Background: an optimization exercise with open tools, aiming at small area, a short achievable clock period and few clock cycles per item. Do not read the settings as production practice. Function was checked by simulation only, so behaviour that the tests miss may differ from the original. No activity file was given, so power comes from the tool's default toggle rates.

## flow/flow/run.sh

```bash
#!/bin/bash
# Layout flow: the standard synthesis, then the combinational logic is
# re-mapped by ABC with a stronger script (flip-flops, adder cells and tie
# cells kept as they are, so every register keeps its name and cell), then
# the standard layout from floorplan to finish.
set -euo pipefail
W=$(pwd)
R=$W/orfs/results/$FLOW_PLATFORM/laser_sched/base
LIB=$FLOW_HOME/platforms/$FLOW_PLATFORM/lib/sky130_fd_sc_hd__tt_025C_1v80.lib

# 1. standard synthesis (writes 1_2_yosys.v and 1_synth.odb)
bash standard.sh synth > $W/log_1_synth.log 2>&1

# 2. re-map the combinational logic
DU=$(grep -o -- "-dont_use [A-Za-z0-9_]*" $W/orfs/logs/$FLOW_PLATFORM/laser_sched/base/1_2_yosys.log | sort -u | tr '\n' ' ')
cp $R/1_2_yosys.v $W/std_1_2_yosys.v
cat > $W/resynth.ys <<EOS
read_liberty -ignore_miss_func $LIB
read_verilog $W/std_1_2_yosys.v
hierarchy -top $FLOW_TOP
blackbox sky130_fd_sc_hd__dfxtp_1 sky130_fd_sc_hd__dfxtp_2 sky130_fd_sc_hd__dfxtp_4 sky130_fd_sc_hd__dfrtp_1 sky130_fd_sc_hd__dfstp_1 sky130_fd_sc_hd__edfxtp_1 sky130_fd_sc_hd__fa_1 sky130_fd_sc_hd__ha_1 sky130_fd_sc_hd__conb_1
flatten
opt_clean -purge
abc -liberty $LIB -script $W/flow/resynth.abc $DU
opt_clean -purge
setundef -zero
hilomap -singleton -hicell sky130_fd_sc_hd__conb_1 HI -locell sky130_fd_sc_hd__conb_1 LO
insbuf -buf sky130_fd_sc_hd__buf_4 A X
opt_clean -purge
check
stat -liberty $LIB
write_verilog -noattr -nohex -nodec $W/resynth.v
EOS
yosys -l $W/log_2_resynth.log $W/resynth.ys > /dev/null 2>&1

# 3. the re-mapped netlist replaces synthesis's; rebuild 1_synth.odb from it
cp $W/resynth.v $R/1_2_yosys.v
rm -f $R/1_synth.odb $R/1_synth.sdc
bash standard.sh synth > $W/log_3_synth_odb.log 2>&1

# 4. standard layout, floorplan to finish; writes out/final.def
bash standard.sh > $W/log_4_layout.log 2>&1
```

## flow/flow/resynth.abc

```
strash
&get -n
&deepsyn -J 30 -T 300
&put
dch -f
map -D 7000
topo
buffer
upsize -D 7000
dnsize -D 7000
```

## flow/standard.sh

```bash
#!/bin/bash
# synth_recipe.tcl (not shown) runs the flow's synth.tcl, then flattens the netlist and writes it again
# the make line also repeats each setting of config.mk as NAME=value (left out here)
make -C /OpenROAD-flow-scripts/flow DESIGN_CONFIG=/design/flow/config.mk WORK_HOME=/design/flow/orfs CLKGATE_MAP_FILE= SYNTH_SCRIPT=/design/flow/synth_recipe.tcl "${@:-finish}"
```

## flow/config.mk

```make
export PLATFORM = sky130hd
export DESIGN_NAME = laser_sched
export DESIGN_NICKNAME = laser_sched
export VERILOG_FILES = /design/flow/design.v
export SDC_FILE = /design/flow/constraint.sdc
export NUM_CORES = 4
export LEC_CHECK = 0
export CAP_MARGIN = 20
export CORE_MARGIN = 2
export CORE_UTILIZATION = 40
export SLEW_MARGIN = 20
export SYNTH_HIERARCHICAL = 1
export SYNTH_MINIMUM_KEEP_SIZE = 0
```

## flow/constraint.sdc

```tcl
create_clock -name core_clock -period 35.0 [get_ports {CLK}]
set_input_delay 7.0000 -clock core_clock [delete_from_list [all_inputs] [get_ports {CLK}]]
set_output_delay 7.0000 -clock core_clock [all_outputs]
set_load 0.01 [all_outputs]
```

## flow/design.v

```verilog
module laser_sched (
   input  logic       CLK,
   input  logic       RST,
   input  logic [3:0] X,
   input  logic [3:0] Y,
   output logic [3:0] C1X,
   output logic [3:0] C1Y,
   output logic [3:0] C2X,
   output logic [3:0] C2Y,
   output logic       DONE
);
   localparam int NPTS = 40;
   function automatic logic gt6(input logic [5:0] a, input logic [5:0] b);
      logic g;
      g = 1'b0;
      for (int k = 0; k < 6; k++) g = (a[k] & ~b[k]) | ((a[k] | ~b[k]) & g);
      gt6 = g;
   endfunction
   function automatic logic ge6(input logic [5:0] a, input logic [5:0] b);
      logic g;
      g = 1'b1;
      for (int k = 0; k < 6; k++) g = (a[k] & ~b[k]) | ((a[k] | ~b[k]) & g);
      ge6 = g;
   endfunction
   function automatic logic ge4(input logic [3:0] a, input logic [3:0] b);
      logic g;
      g = 1'b1;
      for (int k = 0; k < 4; k++) g = (a[k] & ~b[k]) | ((a[k] | ~b[k]) & g);
      ge4 = g;
   endfunction
   logic [7:0]      pts [NPTS];
   logic [NPTS-1:0] u;
   logic            loading;
   logic            pre;
   logic            scanning;    
   logic            bv;          
   logic            done_r;
   logic [5:0]      idx;
   logic [3:0]      row;         
   logic [3:0]      brow;        
   logic [5:0]      sr [16];     
   logic [5:0]      tr;          
   logic            which;       
   logic [3:0]      pass;
   logic [5:0]      prev;
   logic [5:0]      best;        
   logic [7:0]      best_idx;
   logic [7:0]      c1;
   logic [7:0]      c2;
   function automatic logic [8:0] interval(input logic [3:0] r, input logic [7:0] pt);
      logic [4:0] d;
      logic [2:0] h;
      logic       v;
      logic [4:0] lo;
      logic [4:0] hi;
      d = {1'b0, r} - {1'b0, pt[7:4]};
      case (d)
         5'd0:                     begin h = 3'd4; v = 1'b1; end
         5'd1, 5'd2, 5'd31, 5'd30: begin h = 3'd3; v = 1'b1; end
         5'd3, 5'd29:              begin h = 3'd2; v = 1'b1; end
         5'd4, 5'd28:              begin h = 3'd0; v = 1'b1; end
         default:                  begin h = 3'd0; v = 1'b0; end
      endcase
      lo = {1'b0, pt[3:0]} - {2'b0, h};
      hi = {1'b0, pt[3:0]} + {2'b0, h};
      interval = {v, lo[4] ? 4'd0 : lo[3:0], hi[4] ? 4'd15 : hi[3:0]};
   endfunction
   logic [7:0]      other;
   logic [NPTS-1:0] unew;
   logic [NPTS-1:0] tl;          
   logic [15:0]     m [NPTS];
   logic [5:0]      s [16];
   logic [5:0]      ucnt;
   logic [5:0]      tcnt;
   logic            u_in;
   assign other = which ? c1 : c2;
   always_comb begin
      case (Y)
         4'd0:       u_in = (X <= 4'd4);
         4'd1, 4'd2: u_in = (X <= 4'd3);
         4'd3:       u_in = (X <= 4'd2);
         4'd4:       u_in = (X == 4'd0);
         default:    u_in = 1'b0;
      endcase
   end
   always_comb begin
      for (int i = 0; i < NPTS; i++) begin
         logic [8:0] iv;
         logic       en;
         logic [4:0] d;
         iv      = interval(row, pts[i]);
         d       = {1'b0, row} - {1'b0, pts[i][7:4]};
         tl[i]   = !u[i] && (d[4] || d[3:2] == 2'b00);
         unew[i] = iv[8] && ge4(other[3:0], iv[7:4]) && ge4(iv[3:0], other[3:0]);
         en      = iv[8] && !u[i];
         for (int cx = 0; cx < 16; cx++) begin
            m[i][cx] = en && ge4(4'(cx), iv[7:4]) && ge4(iv[3:0], 4'(cx));
         end
      end
   end
   for (genvar cx = 0; cx < 16; cx++) begin : g_col
      logic [NPTS-1:0] colbits;
      for (genvar i = 0; i < NPTS; i++) begin : g_bit
         assign colbits[i] = m[i][cx];
      end
      if (1) begin : g_pc
         logic [39:0] b;
         logic t0s, t0c, t1s, t1c, t2s, t2c, t3s, t3c, t4s, t4c, t5s, t5c, t6s, t6c, t7s, t7c, t8s, t8c, t9s, t9c, t10s, t10c, t11s, t11c, t12s, t12c, t13s, t13c, t14s, t14c, t15s, t15c, t16s, t16c, t17s, t17c, t18s, t18c, t19s, t19c, t20s, t20c, t21s, t21c, t22s, t22c, t23s, t23c, t24s, t24c, t25s, t25c, t26s, t26c, t27s, t27c, t28s, t28c, t29s, t29c, t30s, t30c, t31s, t31c, t32s, t32c, t33s, t33c, t34s, t34c, t35s, t35c, t36s, t36c, t37s, t37c;
         assign b = colbits;
         laser_sched_fa u0 (.a(b[0]), .b(b[1]), .c(b[2]), .s(t0s), .co(t0c));
         laser_sched_fa u1 (.a(b[3]), .b(b[4]), .c(b[5]), .s(t1s), .co(t1c));
         laser_sched_fa u2 (.a(b[6]), .b(b[7]), .c(b[8]), .s(t2s), .co(t2c));
         laser_sched_fa u3 (.a(b[9]), .b(b[10]), .c(b[11]), .s(t3s), .co(t3c));
         laser_sched_fa u4 (.a(b[12]), .b(b[13]), .c(b[14]), .s(t4s), .co(t4c));
         laser_sched_fa u5 (.a(b[15]), .b(b[16]), .c(b[17]), .s(t5s), .co(t5c));
         laser_sched_fa u6 (.a(b[18]), .b(b[19]), .c(b[20]), .s(t6s), .co(t6c));
         laser_sched_fa u7 (.a(b[21]), .b(b[22]), .c(b[23]), .s(t7s), .co(t7c));
         laser_sched_fa u8 (.a(b[24]), .b(b[25]), .c(b[26]), .s(t8s), .co(t8c));
         laser_sched_fa u9 (.a(b[27]), .b(b[28]), .c(b[29]), .s(t9s), .co(t9c));
         laser_sched_fa u10 (.a(b[30]), .b(b[31]), .c(b[32]), .s(t10s), .co(t10c));
         laser_sched_fa u11 (.a(b[33]), .b(b[34]), .c(b[35]), .s(t11s), .co(t11c));
         laser_sched_fa u12 (.a(b[36]), .b(b[37]), .c(b[38]), .s(t12s), .co(t12c));
         laser_sched_fa u13 (.a(t0s), .b(t1s), .c(t2s), .s(t13s), .co(t13c));
         laser_sched_fa u14 (.a(t3s), .b(t4s), .c(t5s), .s(t14s), .co(t14c));
         laser_sched_fa u15 (.a(t6s), .b(t7s), .c(t8s), .s(t15s), .co(t15c));
         laser_sched_fa u16 (.a(t9s), .b(t10s), .c(t11s), .s(t16s), .co(t16c));
         laser_sched_fa u17 (.a(t0c), .b(t1c), .c(t2c), .s(t17s), .co(t17c));
         laser_sched_fa u18 (.a(t3c), .b(t4c), .c(t5c), .s(t18s), .co(t18c));
         laser_sched_fa u19 (.a(t6c), .b(t7c), .c(t8c), .s(t19s), .co(t19c));
         laser_sched_fa u20 (.a(t9c), .b(t10c), .c(t11c), .s(t20s), .co(t20c));
         laser_sched_fa u21 (.a(t13s), .b(t14s), .c(t15s), .s(t21s), .co(t21c));
         laser_sched_fa u22 (.a(t16s), .b(t12s), .c(b[39]), .s(t22s), .co(t22c));
         laser_sched_fa u23 (.a(t13c), .b(t14c), .c(t15c), .s(t23s), .co(t23c));
         laser_sched_fa u24 (.a(t16c), .b(t17s), .c(t18s), .s(t24s), .co(t24c));
         laser_sched_fa u25 (.a(t19s), .b(t20s), .c(t12c), .s(t25s), .co(t25c));
         laser_sched_fa u26 (.a(t17c), .b(t18c), .c(t19c), .s(t26s), .co(t26c));
         laser_sched_ha u27 (.a(t21s), .b(t22s), .s(t27s), .co(t27c));
         laser_sched_fa u28 (.a(t21c), .b(t22c), .c(t23s), .s(t28s), .co(t28c));
         laser_sched_fa u29 (.a(t23c), .b(t24c), .c(t25c), .s(t29s), .co(t29c));
         laser_sched_fa u30 (.a(t27c), .b(t28s), .c(t24s), .s(t30s), .co(t30c));
         laser_sched_fa u31 (.a(t28c), .b(t29s), .c(t26s), .s(t31s), .co(t31c));
         laser_sched_ha u32 (.a(t30s), .b(t25s), .s(t32s), .co(t32c));
         laser_sched_fa u33 (.a(t30c), .b(t31s), .c(t20c), .s(t33s), .co(t33c));
         laser_sched_fa u34 (.a(t31c), .b(t29c), .c(t26c), .s(t34s), .co(t34c));
         laser_sched_ha u35 (.a(t32c), .b(t33s), .s(t35s), .co(t35c));
         laser_sched_fa u36 (.a(t35c), .b(t33c), .c(t34s), .s(t36s), .co(t36c));
         laser_sched_ha u37 (.a(t36c), .b(t34c), .s(t37s), .co(t37c));
         assign s[cx] = {t37c, t37s, t36s, t35s, t32s, t27s};
      end
   end
   if (1) begin : g_ucnt
      logic [39:0] b;
      logic t0s, t0c, t1s, t1c, t2s, t2c, t3s, t3c, t4s, t4c, t5s, t5c, t6s, t6c, t7s, t7c, t8s, t8c, t9s, t9c, t10s, t10c, t11s, t11c, t12s, t12c, t13s, t13c, t14s, t14c, t15s, t15c, t16s, t16c, t17s, t17c, t18s, t18c, t19s, t19c, t20s, t20c, t21s, t21c, t22s, t22c, t23s, t23c, t24s, t24c, t25s, t25c, t26s, t26c, t27s, t27c, t28s, t28c, t29s, t29c, t30s, t30c, t31s, t31c, t32s, t32c, t33s, t33c, t34s, t34c, t35s, t35c, t36s, t36c, t37s, t37c;
      assign b = u;
      laser_sched_fa u0 (.a(b[0]), .b(b[1]), .c(b[2]), .s(t0s), .co(t0c));
      laser_sched_fa u1 (.a(b[3]), .b(b[4]), .c(b[5]), .s(t1s), .co(t1c));
      laser_sched_fa u2 (.a(b[6]), .b(b[7]), .c(b[8]), .s(t2s), .co(t2c));
      laser_sched_fa u3 (.a(b[9]), .b(b[10]), .c(b[11]), .s(t3s), .co(t3c));
      laser_sched_fa u4 (.a(b[12]), .b(b[13]), .c(b[14]), .s(t4s), .co(t4c));
      laser_sched_fa u5 (.a(b[15]), .b(b[16]), .c(b[17]), .s(t5s), .co(t5c));
      laser_sched_fa u6 (.a(b[18]), .b(b[19]), .c(b[20]), .s(t6s), .co(t6c));
      laser_sched_fa u7 (.a(b[21]), .b(b[22]), .c(b[23]), .s(t7s), .co(t7c));
      laser_sched_fa u8 (.a(b[24]), .b(b[25]), .c(b[26]), .s(t8s), .co(t8c));
      laser_sched_fa u9 (.a(b[27]), .b(b[28]), .c(b[29]), .s(t9s), .co(t9c));
      laser_sched_fa u10 (.a(b[30]), .b(b[31]), .c(b[32]), .s(t10s), .co(t10c));
      laser_sched_fa u11 (.a(b[33]), .b(b[34]), .c(b[35]), .s(t11s), .co(t11c));
      laser_sched_fa u12 (.a(b[36]), .b(b[37]), .c(b[38]), .s(t12s), .co(t12c));
      laser_sched_fa u13 (.a(t0s), .b(t1s), .c(t2s), .s(t13s), .co(t13c));
      laser_sched_fa u14 (.a(t3s), .b(t4s), .c(t5s), .s(t14s), .co(t14c));
      laser_sched_fa u15 (.a(t6s), .b(t7s), .c(t8s), .s(t15s), .co(t15c));
      laser_sched_fa u16 (.a(t9s), .b(t10s), .c(t11s), .s(t16s), .co(t16c));
      laser_sched_fa u17 (.a(t0c), .b(t1c), .c(t2c), .s(t17s), .co(t17c));
      laser_sched_fa u18 (.a(t3c), .b(t4c), .c(t5c), .s(t18s), .co(t18c));
      laser_sched_fa u19 (.a(t6c), .b(t7c), .c(t8c), .s(t19s), .co(t19c));
      laser_sched_fa u20 (.a(t9c), .b(t10c), .c(t11c), .s(t20s), .co(t20c));
      laser_sched_fa u21 (.a(t13s), .b(t14s), .c(t15s), .s(t21s), .co(t21c));
      laser_sched_fa u22 (.a(t16s), .b(t12s), .c(b[39]), .s(t22s), .co(t22c));
      laser_sched_fa u23 (.a(t13c), .b(t14c), .c(t15c), .s(t23s), .co(t23c));
      laser_sched_fa u24 (.a(t16c), .b(t17s), .c(t18s), .s(t24s), .co(t24c));
      laser_sched_fa u25 (.a(t19s), .b(t20s), .c(t12c), .s(t25s), .co(t25c));
      laser_sched_fa u26 (.a(t17c), .b(t18c), .c(t19c), .s(t26s), .co(t26c));
      laser_sched_ha u27 (.a(t21s), .b(t22s), .s(t27s), .co(t27c));
      laser_sched_fa u28 (.a(t21c), .b(t22c), .c(t23s), .s(t28s), .co(t28c));
      laser_sched_fa u29 (.a(t23c), .b(t24c), .c(t25c), .s(t29s), .co(t29c));
      laser_sched_fa u30 (.a(t27c), .b(t28s), .c(t24s), .s(t30s), .co(t30c));
      laser_sched_fa u31 (.a(t28c), .b(t29s), .c(t26s), .s(t31s), .co(t31c));
      laser_sched_ha u32 (.a(t30s), .b(t25s), .s(t32s), .co(t32c));
      laser_sched_fa u33 (.a(t30c), .b(t31s), .c(t20c), .s(t33s), .co(t33c));
      laser_sched_fa u34 (.a(t31c), .b(t29c), .c(t26c), .s(t34s), .co(t34c));
      laser_sched_ha u35 (.a(t32c), .b(t33s), .s(t35s), .co(t35c));
      laser_sched_fa u36 (.a(t35c), .b(t33c), .c(t34s), .s(t36s), .co(t36c));
      laser_sched_ha u37 (.a(t36c), .b(t34c), .s(t37s), .co(t37c));
      assign ucnt = {t37c, t37s, t36s, t35s, t32s, t27s};
   end
   if (1) begin : g_tcnt
      logic [39:0] b;
      logic t0s, t0c, t1s, t1c, t2s, t2c, t3s, t3c, t4s, t4c, t5s, t5c, t6s, t6c, t7s, t7c, t8s, t8c, t9s, t9c, t10s, t10c, t11s, t11c, t12s, t12c, t13s, t13c, t14s, t14c, t15s, t15c, t16s, t16c, t17s, t17c, t18s, t18c, t19s, t19c, t20s, t20c, t21s, t21c, t22s, t22c, t23s, t23c, t24s, t24c, t25s, t25c, t26s, t26c, t27s, t27c, t28s, t28c, t29s, t29c, t30s, t30c, t31s, t31c, t32s, t32c, t33s, t33c, t34s, t34c, t35s, t35c, t36s, t36c, t37s, t37c;
      assign b = tl;
      laser_sched_fa u0 (.a(b[0]), .b(b[1]), .c(b[2]), .s(t0s), .co(t0c));
      laser_sched_fa u1 (.a(b[3]), .b(b[4]), .c(b[5]), .s(t1s), .co(t1c));
      laser_sched_fa u2 (.a(b[6]), .b(b[7]), .c(b[8]), .s(t2s), .co(t2c));
      laser_sched_fa u3 (.a(b[9]), .b(b[10]), .c(b[11]), .s(t3s), .co(t3c));
      laser_sched_fa u4 (.a(b[12]), .b(b[13]), .c(b[14]), .s(t4s), .co(t4c));
      laser_sched_fa u5 (.a(b[15]), .b(b[16]), .c(b[17]), .s(t5s), .co(t5c));
      laser_sched_fa u6 (.a(b[18]), .b(b[19]), .c(b[20]), .s(t6s), .co(t6c));
      laser_sched_fa u7 (.a(b[21]), .b(b[22]), .c(b[23]), .s(t7s), .co(t7c));
      laser_sched_fa u8 (.a(b[24]), .b(b[25]), .c(b[26]), .s(t8s), .co(t8c));
      laser_sched_fa u9 (.a(b[27]), .b(b[28]), .c(b[29]), .s(t9s), .co(t9c));
      laser_sched_fa u10 (.a(b[30]), .b(b[31]), .c(b[32]), .s(t10s), .co(t10c));
      laser_sched_fa u11 (.a(b[33]), .b(b[34]), .c(b[35]), .s(t11s), .co(t11c));
      laser_sched_fa u12 (.a(b[36]), .b(b[37]), .c(b[38]), .s(t12s), .co(t12c));
      laser_sched_fa u13 (.a(t0s), .b(t1s), .c(t2s), .s(t13s), .co(t13c));
      laser_sched_fa u14 (.a(t3s), .b(t4s), .c(t5s), .s(t14s), .co(t14c));
      laser_sched_fa u15 (.a(t6s), .b(t7s), .c(t8s), .s(t15s), .co(t15c));
      laser_sched_fa u16 (.a(t9s), .b(t10s), .c(t11s), .s(t16s), .co(t16c));
      laser_sched_fa u17 (.a(t0c), .b(t1c), .c(t2c), .s(t17s), .co(t17c));
      laser_sched_fa u18 (.a(t3c), .b(t4c), .c(t5c), .s(t18s), .co(t18c));
      laser_sched_fa u19 (.a(t6c), .b(t7c), .c(t8c), .s(t19s), .co(t19c));
      laser_sched_fa u20 (.a(t9c), .b(t10c), .c(t11c), .s(t20s), .co(t20c));
      laser_sched_fa u21 (.a(t13s), .b(t14s), .c(t15s), .s(t21s), .co(t21c));
      laser_sched_fa u22 (.a(t16s), .b(t12s), .c(b[39]), .s(t22s), .co(t22c));
      laser_sched_fa u23 (.a(t13c), .b(t14c), .c(t15c), .s(t23s), .co(t23c));
      laser_sched_fa u24 (.a(t16c), .b(t17s), .c(t18s), .s(t24s), .co(t24c));
      laser_sched_fa u25 (.a(t19s), .b(t20s), .c(t12c), .s(t25s), .co(t25c));
      laser_sched_fa u26 (.a(t17c), .b(t18c), .c(t19c), .s(t26s), .co(t26c));
      laser_sched_ha u27 (.a(t21s), .b(t22s), .s(t27s), .co(t27c));
      laser_sched_fa u28 (.a(t21c), .b(t22c), .c(t23s), .s(t28s), .co(t28c));
      laser_sched_fa u29 (.a(t23c), .b(t24c), .c(t25c), .s(t29s), .co(t29c));
      laser_sched_fa u30 (.a(t27c), .b(t28s), .c(t24s), .s(t30s), .co(t30c));
      laser_sched_fa u31 (.a(t28c), .b(t29s), .c(t26s), .s(t31s), .co(t31c));
      laser_sched_ha u32 (.a(t30s), .b(t25s), .s(t32s), .co(t32c));
      laser_sched_fa u33 (.a(t30c), .b(t31s), .c(t20c), .s(t33s), .co(t33c));
      laser_sched_fa u34 (.a(t31c), .b(t29c), .c(t26c), .s(t34s), .co(t34c));
      laser_sched_ha u35 (.a(t32c), .b(t33s), .s(t35s), .co(t35c));
      laser_sched_fa u36 (.a(t35c), .b(t33c), .c(t34s), .s(t36s), .co(t36c));
      laser_sched_ha u37 (.a(t36c), .b(t34c), .s(t37s), .co(t37c));
      assign tcnt = {t37c, t37s, t36s, t35s, t32s, t27s};
   end
   logic [5:0] l1s [8];
   logic [3:0] l1i [8];
   logic [5:0] l2s [4];
   logic [3:0] l2i [4];
   logic [5:0] l3s [2];
   logic [3:0] l3i [2];
   logic [5:0] rmax;
   logic [3:0] rarg;
   always_comb begin
      for (int k = 0; k < 8; k++) begin
         if (gt6(sr[2*k+1], sr[2*k])) begin l1s[k] = sr[2*k+1]; l1i[k] = 4'(2*k+1); end
         else                     begin l1s[k] = sr[2*k];   l1i[k] = 4'(2*k);   end
      end
      for (int k = 0; k < 4; k++) begin
         if (gt6(l1s[2*k+1], l1s[2*k])) begin l2s[k] = l1s[2*k+1]; l2i[k] = l1i[2*k+1]; end
         else                       begin l2s[k] = l1s[2*k];   l2i[k] = l1i[2*k];   end
      end
      for (int k = 0; k < 2; k++) begin
         if (gt6(l2s[2*k+1], l2s[2*k])) begin l3s[k] = l2s[2*k+1]; l3i[k] = l2i[2*k+1]; end
         else                       begin l3s[k] = l2s[2*k];   l3i[k] = l2i[2*k];   end
      end
      if (gt6(l3s[1], l3s[0])) begin rmax = l3s[1]; rarg = l3i[1]; end
      else                 begin rmax = l3s[0]; rarg = l3i[0]; end
   end
   logic       upd;
   logic [5:0] nbest;
   logic [7:0] nidx;
   logic [5:0] total;
   logic [6:0] pm;
   logic       scan_end;
   logic       finish;
   assign upd      = gt6(rmax, best);
   assign nbest    = upd ? rmax : best;
   assign nidx     = upd ? {brow, rarg} : best_idx;
   assign total    = nbest + ucnt;
   assign pm       = {1'b0, prev} - {1'b0, ucnt};
   assign scan_end = bv && ((brow == 4'd15) || ge6(rmax, tr) || ge6(best, tr));
   assign finish   = !which ? (pass != 4'd1 && (upd ? ({brow, rarg} == c1) : (best_idx == c1)))
                            : ((!pm[6] && ge6(pm[5:0], rmax) && ge6(pm[5:0], best)) || pass == 4'd8);
   always_ff @(posedge CLK) begin
      pts[0] <= loading ? {Y, X} : pts[NPTS-1];
      u[0]   <= loading ? u_in : pre ? unew[NPTS-1] : u[NPTS-1];
      for (int i = 1; i < NPTS; i++) begin
         pts[i] <= pts[i-1];
         u[i]   <= pre ? unew[i-1] : u[i-1];
      end
   end
   always_ff @(posedge CLK) begin
      if (RST) begin
         loading  <= 1'b1;
         pre      <= 1'b0;
         scanning <= 1'b0;
         bv       <= 1'b0;
         done_r   <= 1'b0;
         idx      <= '0;
      end else if (loading) begin
         if (idx == 6'(NPTS - 1)) begin
            loading  <= 1'b0;
            scanning <= 1'b1;
            idx      <= '0;
         end else begin
            idx <= idx + 6'd1;
         end
      end else if (scan_end) begin
         scanning <= 1'b0;
         bv       <= 1'b0;
         if (finish) done_r <= 1'b1;
         else        pre    <= 1'b1;
      end else if (pre) begin
         pre      <= 1'b0;
         scanning <= 1'b1;
      end else if (scanning || bv) begin
         bv <= scanning;
         if (row == 4'd15) scanning <= 1'b0;
      end else if (done_r) begin
         done_r  <= 1'b0;
         loading <= 1'b1;
      end
   end
   always_ff @(posedge CLK) begin
      brow <= row;
      tr   <= tcnt;
      for (int cx = 0; cx < 16; cx++) sr[cx] <= s[cx];
   end
   always_ff @(posedge CLK) begin
      if (loading) begin
         row      <= '0;
         which    <= 1'b0;
         pass     <= 4'd1;
         prev     <= '0;
         best     <= '0;
         best_idx <= '0;
         c1       <= '0;
         c2       <= '0;
      end else if (scan_end) begin
         row      <= nidx[7:4];
         best     <= '0;
         best_idx <= '0;
         if (!which) begin
            c1    <= nidx;
            which <= 1'b1;
         end else begin
            c2    <= nidx;
            which <= 1'b0;
            prev  <= total;
            pass  <= pass + 4'd1;
         end
      end else begin
         if (pre)           row <= '0;
         else if (scanning) row <= row + 4'd1;
         if (bv) begin
            best     <= nbest;
            best_idx <= nidx;
         end
      end
   end
   assign DONE = done_r;
   assign C1X  = c1[3:0];
   assign C1Y  = c1[7:4];
   assign C2X  = c2[3:0];
   assign C2Y  = c2[7:4];
endmodule
module laser_sched_fa (input logic a, input logic b, input logic c, output logic s, output logic co);
   assign s  = a ^ b ^ c;
   assign co = (a & b) | (a & c) | (b & c);
endmodule
module laser_sched_ha (input logic a, input logic b, output logic s, output logic co);
   assign s  = a ^ b;
   assign co = a & b;
endmodule
```

==> results of run 1 <==
## final timing paths
check,from,end,slack [ps],cells past startpoint
hold / removal,pts[18][6],pts[19][6],350,0
setup / recovery,row[0],sr[6][4],25620,26
setup reg to reg,row[0],sr[6][4],25620,26
hold reg to reg,pts[18][6],pts[19][6],350,0
## routing by layer
layer,global-route usage [%],part of all wire (%),vias to the layer above
met5,0,0.0048,-
met4,13.1,5.1,2
met3,4.05,6.8,393
met2,48.5,45,2061
met1,39.9,43,25770
li1,-,-,24855
## per-stage QoR
stage | std cells | utilization [%] | worst slack [ps] | hold WS [ps]
after floorplan | 7542 | - | 25030 | 331
after CTS | 9573 | 43.7 | 25600 | 346
after global placement | 9448 | 42.1 | 25650 | 336
final | 9576 | 43.8 | 25620 | 346
after global routing | 9574 | 43.7 | 25040 | 350
after detailed placement | 9448 | 42.1 | 25640 | 338
## worst reg2reg max path, stage by stage, from the launching register on
cell	delay, ps
sky130_fd_sc_hd__dfxtp_1	350
sky130_fd_sc_hd__inv_2	700
sky130_fd_sc_hd__buf_4	570
sky130_fd_sc_hd__ha_1	270
sky130_fd_sc_hd__inv_1	60
sky130_fd_sc_hd__fa_1	480
sky130_fd_sc_hd__inv_1	50
sky130_fd_sc_hd__ha_1	260
sky130_fd_sc_hd__nand2_1	60
sky130_fd_sc_hd__o21ai_0	110
sky130_fd_sc_hd__ha_1	230
sky130_fd_sc_hd__fa_1	390
sky130_fd_sc_hd__nor2_1	150
sky130_fd_sc_hd__inv_1	90
sky130_fd_sc_hd__o32ai_1	850
sky130_fd_sc_hd__inv_1	220
sky130_fd_sc_hd__nand3_1	340
sky130_fd_sc_hd__nor3_1	120
sky130_fd_sc_hd__fa_1	520
sky130_fd_sc_hd__fa_1	590
sky130_fd_sc_hd__fa_1	480
sky130_fd_sc_hd__fa_1	460
sky130_fd_sc_hd__fa_1	570
sky130_fd_sc_hd__fa_1	420
sky130_fd_sc_hd__ha_1	220
sky130_fd_sc_hd__fa_1	430
sky130_fd_sc_hd__ha_1	290
## power by group
group          leakage (uW)  internal (uW)  switching (uW)
clock               0.00115            439             317
sequential          0.00435            665            41.8
combinational        0.0258            883            1860
total                0.0313           1990            2220
## cell type report
type	instances	area (um2)
diodes	3	7.51
clock buffers	96	1980
clock inverters	29	412
fillers	14650	82000
inverters	1514	5680
multi-input cells	5434	42300
flip-flops and latches	522	10500
well taps	1917	2400
repair buffers	61	523
## state kept, by name, indices dropped and copies added (netlist names), 8 cells and up
register	flops
c1	8
pts	320
best_idx	8
c2	8
sr	96
u	40
## cell usage in the layout, fill, tap and decap left out, types with 135 or more instances in the layout
master and count:
sky130_fd_sc_hd__nor3_1 150, sky130_fd_sc_hd__a211oi_1 222, sky130_fd_sc_hd__nand2_1 731, sky130_fd_sc_hd__a21oi_1 676
sky130_fd_sc_hd__dfxtp_1 518, sky130_fd_sc_hd__nor2_1 1194, sky130_fd_sc_hd__fa_1 734, sky130_fd_sc_hd__inv_1 1509
sky130_fd_sc_hd__o22ai_1 135, sky130_fd_sc_hd__o21ai_0 394, sky130_fd_sc_hd__ha_1 528
==> summary.txt, run 1 <==
Worst setup path
The peak per-stage delay on the critical path is 850 ps. Along the worst path, the maximum fanout reaches 21. The worst setup path is launched from a flop. The category of cells accounting for the largest share of critical-path delay is adder cells.

The cell with the largest stage delay on the worst path is sky130_fd_sc_hd__o32ai_1. The critical path contains buffers and inverters numbering 6 combined. Among the stages of the critical path, the cell type that occurs most often is sky130_fd_sc_hd__fa_1.

The type of the worst setup path is flop to flop. The worst setup path is captured at a flop. The data arrival time of the worst path is 9950 ps. The critical path required time is 35570 ps.

Timing
On the final layout, the worst clock skew is 34.8 ps. The final period demand of the worst path is 9380 ps. Setup total negative slack on the finished layout was measured at 0 ps. The timing-limited maximum frequency is between 0.1 and 0.15 GHz. The number of pins with negative max-slew slack in the final report is 0.

At the pin with the least slew margin, the transition time is 1140 ps. The post-route fraction of the period consumed by the critical path is 26.8%. The worst pin sits at a relative slew slack of between 20% and 30%.

The total count of hold-check failures in the final report is 0. The total setup violations reported at the end of the flow is 0. Setup repair after global routing left no endpoint under its margin.

Global routing
The first global-routing pass estimated 334000 um of wire. Summed over all layers, the global routing overflow is 0. The largest net degree at the start of global routing is 45. For this run, the total global-route usage over all layers was measured as 29.9%.

The number of antenna violations at the first check in global routing is 7. The via count of the first global-routing pass is between 50000 and 60000.

Placement
At the end of routability-driven placement, the weighted congestion stood at 1.06. The port buffer count is 26. The placed instances occupy a cell area of slightly above 60000 um2. The HPWL reported at the end of detailed placement is ~190000 um.

Synthesis
The number of warning messages in the yosys log is 17. When the netlist entered floorplanning its net count stood at 8814. In this run the cell area of the synthesized design comes to 58700 um2. After synthesis, the mean cell area works out to 7.79 um2.

After technology mapping, the gate count stands at approximately 7500.

Detailed routing
The total number of vias is 53081. After detailed routing, the total wire length is 227000 um. The average via count per standard cell is 5.54. Once detail routing completed, the nets flagged for antenna violations numbered 0. The detailed router finished its first iteration with 5017 violations. The count of TritonRoute iterations in the first routing pass is 7. Dividing the detail-routed wire length by the instance count gives roughly 24 um. The final routed DRC violation total is 0.

Floorplan
The height of the die is 387 um. Row generation in the floorplan step produced 140 rows. Once the floorplan was initialized, standard cells occupied 40.3% of the core.

The die outline width is about 390 um. The top-level port count is 27. The core area is approximately 150000 um2.

The floorplan die area is 150000 um2.

Power and ir drop
Summing internal, switching and leakage power gives 4200 uW. The maximum vdd drop is 0.160 mV. For this design the ratio of total power to cell area is 65.9 nW/um2. The static power due to leakage is 0.0313 uW.

Clocking
The clock root buffer is sky130_fd_sc_hd__clkbuf_16. The clock tree buffer depth is 3. The clock sink count is 522. In this run, post-CTS hold repair placed 0 buffers. TritonCTS built the clock tree.

The total number of H-tree levels is 3. Clock-pin slew was measured on the worst setup and hold paths at 60 ps. The total clock buffers created by CTS is 70.

The quantity of gates resized following cts is 0. In this run the post-CTS setup repair buffer count came out at 0. At the later pin of the worst-skew pair, clock insertion delay measures 710 ps.

Finish
The post-route netlist has 2.36% of its cells at a drive strength greater than 1. Relative to the synthesized area, the layout overhead comes to 8.59%. The area of all placed cells without fillers is 63800 um2. The layout net count is 8875.

Worst hold path
In this run the worst hold path is classified as flop to flop.

Outcome
The run finished with no timing, DRC or antenna violations.

Flow run
Across the run, the number of max-cap violations was 0.
Testbench counts, summed over its fixed seeds: cycles 6,553, jobs 80.
==> run 2, diff against run 1 <==
==> flow/run.sh (new file) <==
#!/bin/bash
# synth_recipe.tcl (not shown) runs the flow's synth.tcl, then flattens the netlist and writes it again
# the make line also repeats each setting of config.mk as NAME=value (left out here)
make -C /OpenROAD-flow-scripts/flow DESIGN_CONFIG=/design/flow/config.mk WORK_HOME=/design/flow/orfs CLKGATE_MAP_FILE= SYNTH_SCRIPT=/design/flow/synth_recipe.tcl finish
removed: flow/flow/run.sh
removed: flow/flow/resynth.abc
removed: flow/standard.sh
==> run 2 against run 1 <==
Compared with the run above: still clean on timing, DRC and antenna; hold slack lost 12 ps; maximum frequency shrank 0.50%; via count grew 8.1%; setup slack lost 47 ps; register-to-register slack lost 50 ps; final cell count shrank 1.8%; clock-buffer cell count shrank 8; sequential share of layout area shrank 1.1 points; largest power group unchanged; highest routed layer unchanged.
==> summary.txt, run 2 <==
Detailed routing
The per-cell routed wire length was 26.3 um (+11%). The count of TritonRoute iterations in the first routing pass is 7 (unchanged). The total number of vias is 57391 (+8.1%). The number of DRC violations after detailed-routing iteration 0 is 6610 (+32%). The average via count per standard cell is 6.10 (+10%). The total length of routed wires is 248000 um (+9.0%). The final routed DRC violation total is 0 (unchanged). The number of nets with antenna violations after routing is 0 (unchanged).

Worst setup path
Among the stages of the critical path, the cell type that occurs most often is sky130_fd_sc_hd__fa_1. On the critical path the largest part of the delay comes from adder cells. The data arrival time of the worst path came to 10000 ps (+50 ps). On the critical path, the stage with the largest delay is an instance of sky130_fd_sc_hd__a21oi_1. The critical-path maximum fanout was 20 (-4.8%). The critical path is of the flop to flop type. The peak per-stage delay on the critical path is 720 ps (-130 ps). The number of buffer and inverter instances along the worst setup path is 3 (-3). The worst setup path is launched from a flop. The critical path required time was 35570 ps (about the same).

The endpoint type of the worst setup path is a flop.

Floorplan
The top-level port count is 27 (unchanged). The floorplan die area is 163000 um2 (+8.7%). The height of the die came to 404 um (+4.3%).

The initial core utilization is 40.3% (about the same). The die outline width is 404 um (+4.3%). The row count was 146 (+4.3%). The core area is 159000 um2 (+8.8%).

Power and ir drop
The power per cell area was 66.7 nW/um2 (+1.2%). The total design power is 4560 uW (+8.4%). The maximum vdd drop was 0.109 mV (-32%). The static power due to leakage was 0.0308 uW (-1.6%).

Synthesis
After synthesis, the share of flip-flops with an asynchronous set or reset is 0%. The share of the Yosys chip area taken by registers is approximately 16%. Yosys instantiated no cell more often than sky130_fd_sc_hd__nor2_1. After synthesis the netlist holds a flip-flop and latch count of 522. The mapped cell area is 63900 um2 (+8.8%). The mean area per synthesized cell was 8.57 um2 (+10%). In this run, synthesis inferred 0 flip-flops with an integrated enable. Synthesis instantiated 105 different standard cells from the library. The share of the synthesized area in the top cell type is 23.0%. The number of warning messages in the yosys log is 17 (unchanged). In the synthesized netlist, the cells that appear most often are sky130_fd_sc_hd__nor2_1, sky130_fd_sc_hd__fa_1, sky130_fd_sc_hd__nand2_1.

Sorting the synthesized cells by area gives the leading types as sky130_fd_sc_hd__fa_1, sky130_fd_sc_hd__dfxtp_1, sky130_fd_sc_hd__ha_1, sky130_fd_sc_hd__nor2_1, sky130_fd_sc_hd__a21oi_1. The number of standard cells after synthesis is 7457 (-1.1%). The synthesized netlist net count is 8729 (-0.96%). The flip-flop cell with the highest count after synthesis is sky130_fd_sc_hd__dfxtp_1. The cell taking the most area after synthesis is sky130_fd_sc_hd__fa_1.

Timing
Setup repair after global routing left no endpoint under its margin. The final period demand of the worst path is 9430 ps (+47.1 ps). The headroom to the max-slew limit is 29.4% (+6.5 points). The total setup violations reported at the end of the flow is 0 (unchanged). The post-route fraction of the period consumed by the critical path is 26.9% (+0.13 points). The transition time at the pin with the least slew margin is 1050 ps (-96.3 ps). The timing-limited maximum frequency is 0.106 GHz (-0.50%). The setup TNS after final layout is 0 ps (unchanged). The number of pins with negative max-slew slack in the final report is 0 (unchanged). The total count of hold-check failures in the final report is 0 (unchanged).

The worst hold-check slack came to 334 ps (-11.6 ps). The worst clock skew on the final layout is 43.4 ps (+8.54 ps).

Finish
The synthesis-to-finish area growth is 6.89%. The multi-input logic area is 50200 um2 (+19%). Leaving out fill and tap cells, the most frequent cell in the layout is sky130_fd_sc_hd__nor2_1. The register area is 10500 um2 (about the same).

The area of all placed cells without fillers is 68300 um2 (+7.1%). The flip-flop count of the largest register after layout was 320 (unchanged). The top cell types in the final layout, fill and taps aside, are sky130_fd_sc_hd__nor2_1, sky130_fd_sc_hd__fa_1, sky130_fd_sc_hd__nand2_1. The layout net count is 8543 (-3.7%).

The share of cells above drive strength 1 came to 4.16% (+1.8 points). The final-layout fill cell count is 15497 (+5.8%). The register with the most flip-flops in the final layout is pts. In the final layout, the registers with the most flip-flops are pts: 320 flops, sr: 96 flops, u: 40 flops.

Global routing
The largest net degree at the start of global routing is 46 (+2.2%). The wire length of the first global-routing pass was 361000 um (+8.2%). The number of antenna violations at the first check in global routing came to 8 (+1). The via count of the first global-routing pass is 53896 (+3.8%). The total routing resource utilization after global routing is 29.9% (-0.037 points). The total grt overflow is 0 (unchanged).

Clocking
The latest clock arrival within the worst-skew pair is 700 ps (about the same). The TritonCTS clock tree is built. The number of buffers inserted by hold repair at cts is 0 (unchanged). The clock sink count is 522 (unchanged). The total clock buffers created by CTS was 73 (+4.3%). The number of setup buffers added after CTS is 0 (unchanged).

The quantity of gates resized following cts was 0 (unchanged). The clock-pin slew on the worst setup and hold paths came to 60 ps (about the same). The total number of H-tree levels came to 3 (unchanged). The clock tree buffer depth came to 3 (unchanged).

The clock root buffer is sky130_fd_sc_hd__clkbuf_16.

Placement
The routability congestion estimate came to 1.11 (+4.8%). The HPWL reported at the end of detailed placement is 205000 um (+7.0%). The port buffer count came to 26 (unchanged). The area after detailed placement came to 65800 um2 (+7.2%).

Worst hold path
The min-delay analysis places its worst path in the category flop to flop.

Flow run
The number of max-capacitance violations reported is 0 (unchanged).

Outcome
The flow ran to the end and the layout has no timing, DRC or antenna violations.
## run 2: worst register-to-register path: stages, from the launching register on
cell and delay (ps):
sky130_fd_sc_hd__dfxtp_1 370, sky130_fd_sc_hd__inv_2 100, sky130_fd_sc_hd__buf_4 440, sky130_fd_sc_hd__ha_1 270, sky130_fd_sc_hd__inv_1 60, sky130_fd_sc_hd__fa_1 400
sky130_fd_sc_hd__a21o_1 190, sky130_fd_sc_hd__a21oi_1 350, sky130_fd_sc_hd__nor3_1 140, sky130_fd_sc_hd__nand2_1 90, sky130_fd_sc_hd__nand2_1 90, sky130_fd_sc_hd__ha_1 220
sky130_fd_sc_hd__fa_1 500, sky130_fd_sc_hd__or4b_2 700, sky130_fd_sc_hd__a21oi_1 720, sky130_fd_sc_hd__or3_1 400, sky130_fd_sc_hd__a211oi_1 150, sky130_fd_sc_hd__fa_1 620
sky130_fd_sc_hd__fa_1 470, sky130_fd_sc_hd__fa_1 560, sky130_fd_sc_hd__fa_1 490, sky130_fd_sc_hd__fa_1 590, sky130_fd_sc_hd__fa_1 440, sky130_fd_sc_hd__ha_1 230
sky130_fd_sc_hd__fa_1 430, sky130_fd_sc_hd__ha_1 300
## run 2: power breakdown
part	switching (uW)	leakage [uW]	internal (uW)
combinational	1900	0.0252	1140
sequential	62.2	0.00435	664
clock	325	0.00122	464
total	2290	0.0308	2270
## run 2: routing by layer
metal,routed length (um),GRT usage (%),vias up
met5,44,0,-
met4,14100,14.4,6
met3,18400,4.58,511
met2,109000,46.3,2474
met1,106000,40.7,28315
li1,-,-,26085
## run 2: stage by stage
stage | cells | util [%] | setup WS, ps
2_1_floorplan | 7457 | - | 24490
3_3_place_gp | 9268 | 41.5 | 25670
3_5_place_dp | 9268 | 41.5 | 25640
4_1_cts | 9400 | 43.1 | 25600
5_1_grt | 9402 | 43.1 | 25090
6_report | 9407 | 43.1 | 25570
## run 2: kinds of logic (layout without fill, tap and decap cells)
kind of cell,Yosys count,count (layout),synth area share [%]
and+or+nand+nor,2303,2303,16.8
AOI/OAI and AO/OA,2099,2099,22.4
adders and majority gates,1374,1374,35.1
buffers and inverters,877,748,5.21
DFF,522,522,16.4
xor gates and xnor gates,164,164,2.25
muxes,118,118,1.93
other,0,7,0
## run 2: area by class of cell
cell class | count | area share [%]
inverters | 564 | 3.10
repair buffers | 52 | 0.667
clock inverters | 44 | 0.744
flip-flops and latches | 522 | 15.3
diodes | 7 | 0.0256
clock buffers | 88 | 2.89
well taps | 2072 | 3.80
multi-input cells | 6058 | 73.5
## run 2: Yosys stat by module (local to each module, per instance)
module	cells	times used	flops+latches	area (um2)
laser_sched_fa	1	612	0	20.0
laser_sched_ha	1	72	0	12.5
laser_sched	6773	1	522	50700
## run 2: final timing paths
check	startpoint	end	slack, ps	cells after the start
setup / recovery	row[0]	sr[12][4]	25570	25
hold / removal	pts[12][7]	pts[13][7]	330	0
setup reg to reg	row[0]	sr[12][4]	25570	25
hold reg to reg	pts[12][7]	pts[13][7]	330	0

==> static timing again, ports no longer ideal <==
The flow's constraints put no driver on any port. The routed layouts listed below were extracted and timed again, unchanged, in two steps.
Step 1: set_driving_cell puts a clkbuf_16 on CLK and a buf_2 on each other input, an assumption about the parent block.
Step 2 moves the port delays by t, midway between the first and last clock arrival at a register: inputs arrive t later, outputs are due t later. That takes back most of the time a late clock gives input paths.
Slacks: no drivers / after step 1 / after step 2; pairs: no drivers / after step 1.
| run | t, ns | setup slack, ns | latest minus earliest clock arrival (ns) | worst data-port slew with drivers (ns) |
|---|---|---|---|---|
| run 1 | 0.772 | 25.617 / 25.617 / 25.617 | 0.037 / 0.036 | 0.03 |
| run 2 | 0.766 | 25.570 / 25.570 / 25.570 | 0.049 / 0.049 | 0.11 |
After both steps every run listed still meets setup and hold.
